This design comes from an exercise in tuning for small area, a short achievable clock period and few clock cycles per item on the open sky130 flow, not from production work. Where RTL was checked, it was by simulation tests only, not by an equivalence proof against the original. Power is estimated from default activity; no workload was simulated.

job 9291:
## sample_fifo_pwm_feeder_top
module sample_fifo_pwm_feeder_top (
  input  logic              clk,
  input  logic              rst,
  input  logic              req_valid,
  output logic              req_stall,
  input  logic              func,
  input  logic [sfpf_pkg::DATA_W-1:0] sample,
  output logic              rsp_valid,
  input  logic              rsp_stall,
  output logic              accepted,
  output logic [sfpf_pkg::DATA_W-1:0] duty,
  output logic              duty_updated,
  output logic              underflow,
  output logic [sfpf_pkg::CNT_W-1:0]  fill_level,
  input  logic              cfg_wr_en,
  input  logic [sfpf_pkg::CNT_W-1:0]  cfg_wr_data
);
For scale: ~6800 cells after synthesis, about 2200 flip-flops, ~45 I/O pins, about 74000 sq um of cells after synthesis.
==> flow/config.mk <==
export PLATFORM = sky130hd
export DESIGN_NAME = sample_fifo_pwm_feeder_top
export DESIGN_NICKNAME = sample_fifo_pwm_feeder_top
export VERILOG_FILES = /design/flow/design.v
export SDC_FILE = /design/flow/constraint.sdc
export NUM_CORES = 4
export LEC_CHECK = 0
export CAP_MARGIN = 20
export CORE_MARGIN = 2
export CORE_UTILIZATION = 50
export CTS_CLUSTER_DIAMETER = 80
export CTS_CLUSTER_SIZE = 25
export PLACE_DENSITY = 0.6
export SETUP_SLACK_MARGIN = 3.2
export SLEW_MARGIN = 20
export SYNTH_HIERARCHICAL = 1
export SYNTH_MINIMUM_KEEP_SIZE = 0
export TNS_END_PERCENT = 5
==> flow/constraint.sdc <==
create_clock -name core_clock -period 6.0 [get_ports {clk}]
set_input_delay 1.2000 -clock core_clock [delete_from_list [all_inputs] [get_ports {clk}]]
set_output_delay 1.2000 -clock core_clock [all_outputs]
set_load 0.01 [all_outputs]
standard.sh (not shown) runs the stock make flow with config.mk's settings and CLKGATE_MAP_FILE= SYNTH_SCRIPT=/design/flow/synth_recipe.tcl, a recipe that flattens the netlist after the stock synthesis.
==> flow/flow/run.sh <==
#!/bin/bash
set -e
cp standard.sh standard.sh.txt
export BUFFER_PORTS_ARGS="-buffer_cell sky130_fd_sc_hd__buf_4"
bash standard.sh > standard.log 2>&1
Here is what was changed in the inputs of job 6974 compared with job 9291.
-- flow/design.v --
<<< job 9291, line 21
  input  logic                              ren,
  input  logic [ROWS-1:0]                   rrow,
  input  logic [3:0][COLS-1:0]              rcol,
  output logic [1:0][WIDTH-1:0]             rdata_enc_n,
  output logic                              parity
>>> job 6974, line 21
  input  logic                              ren,
  input  logic [ROWS-1:0]                   rrow,
  input  logic [1:0][COLS-1:0]              rcol,
  output logic [1:0][WIDTH-1:0]             rdata_enc_n,
  output logic                              parity
<<< job 9291, line 81
        sfpf_sel8 u_h (
          .d (d[8 * k +: 8]),
          .s (rcol[b / (WIDTH / 4)][8 * k +: 8]),
          .y (h[k])
        );
>>> job 6974, line 81
        sfpf_sel8 u_h (
          .d (d[8 * k +: 8]),
          .s (rcol[b / (WIDTH / 2)][8 * k +: 8]),
          .y (h[k])
        );
<<< job 9291, line 188
  logic [AW-1:0]               wr_ptr;
  logic [ROWS-1:0]             rd_row;
  logic [COLS-1:0]             rd_col, rd_col_d;
  logic [2:0][COLS-1:0]        rd_col_b;
  logic [sfpf_pkg::CNT_W-1:0]  count_d;
  logic [sfpf_pkg::CNT_W-1:0]  count;
>>> job 6974, line 188
  logic [AW-1:0]               wr_ptr;
  logic [ROWS-1:0]             rd_row;
  logic [COLS-1:0]             rd_col, rd_col_d, rd_col_b;
  logic [sfpf_pkg::CNT_W-1:0]  count_d;
  logic [sfpf_pkg::CNT_W-1:0]  count;
<<< job 9291, line 247
    .q   (fill_level)
  );
  for (genvar k = 0; k < 3; k++) begin : g_rcol
    sfpf_oreg #(.W(COLS)) u_rcol_b (
      .clk (clk),
      .d   (rd_col_d),
      .q   (rd_col_b[k])
    );
  end
  always_ff @(posedge clk) begin
    if (rst) begin
>>> job 6974, line 246
    .q   (fill_level)
  );
  sfpf_oreg #(.W(COLS)) u_rcol_b (
    .clk (clk),
    .d   (rd_col_d),
    .q   (rd_col_b)
  );
  always_ff @(posedge clk) begin
    if (rst) begin
[summary]
- Comparing job 6974 with job 9291, the clock distribution area overhead in the final layout came out essentially unchanged.
- Between job 9291 and job 6974, the hold slack does not differ in any meaningful way.
- The run with more routed wire is job 9291, not job 6974.
- Run comparison: job 9291 capturing element of the worst setup path u_datapath.head_enc[1]$_DFF_P_; job 6974 capturing element of the worst setup path u_datapath.head_enc[2]$_DFF_P_
- Against job 9291, job 6974 reports a combinational group share of total power that is lower.
- Job 9291 → job 6974: non-clock inverter instance count of the final layout lost 1, post-synthesis compound-gate area fraction picked up an extra 0.26 points, combined global-route utilization of all metal layers lost 5.8 points.
- Final cell count without fillers delta (job 9291 -> job 6974): insignificant
- Clock power: job 6974 vs job 9291, no meaningful difference
- | part of the power in the clock network | job 6974 vs job 9291 | 0.4 points higher |
- Compared with job 9291, in job 6974 post-route cell area fell about 1.3%; post-place setup slack went up by 350 ps.
Testbench counts of job 6974, summed over its fixed seeds: cycles 24,008, items 24,000.
Function not checked in job 9291: the RTL went through the layout flow alone.

re-timing with driven ports:
How much do the figures lean on ideal ports? The routed layouts below were timed once more, with nothing changed but the port constraints. Step 1 assumes that a clkbuf_16 drives the clock port and a buf_2 every other input. Step 2, shift: input delay + t, output delay - t, t = (earliest + latest rising clock arrival at the registers) / 2. This alone moves slack from input paths to output paths. a / b / c = ideal / step 1 / step 2; a / b = the first two.
run | t (ns) | slack for setup (ns) | worst register clock-pin slew, ns | worst slew at a driven data input, ns | cell pins on the clock port's net
job 9291 | 0.862 | 2.828 / 2.828 / 2.762 | 0.11 / 0.11 | 0.04 | 1
job 6974 | 0.887 | 2.969 / 2.969 / 2.646 | 0.11 / 0.11 | 0.04 | 1
After both steps every run listed still meets setup and hold. The setup slack of job 6974, which loses most, moves by 0.000 ns with the drivers and by -0.323 ns with both steps.
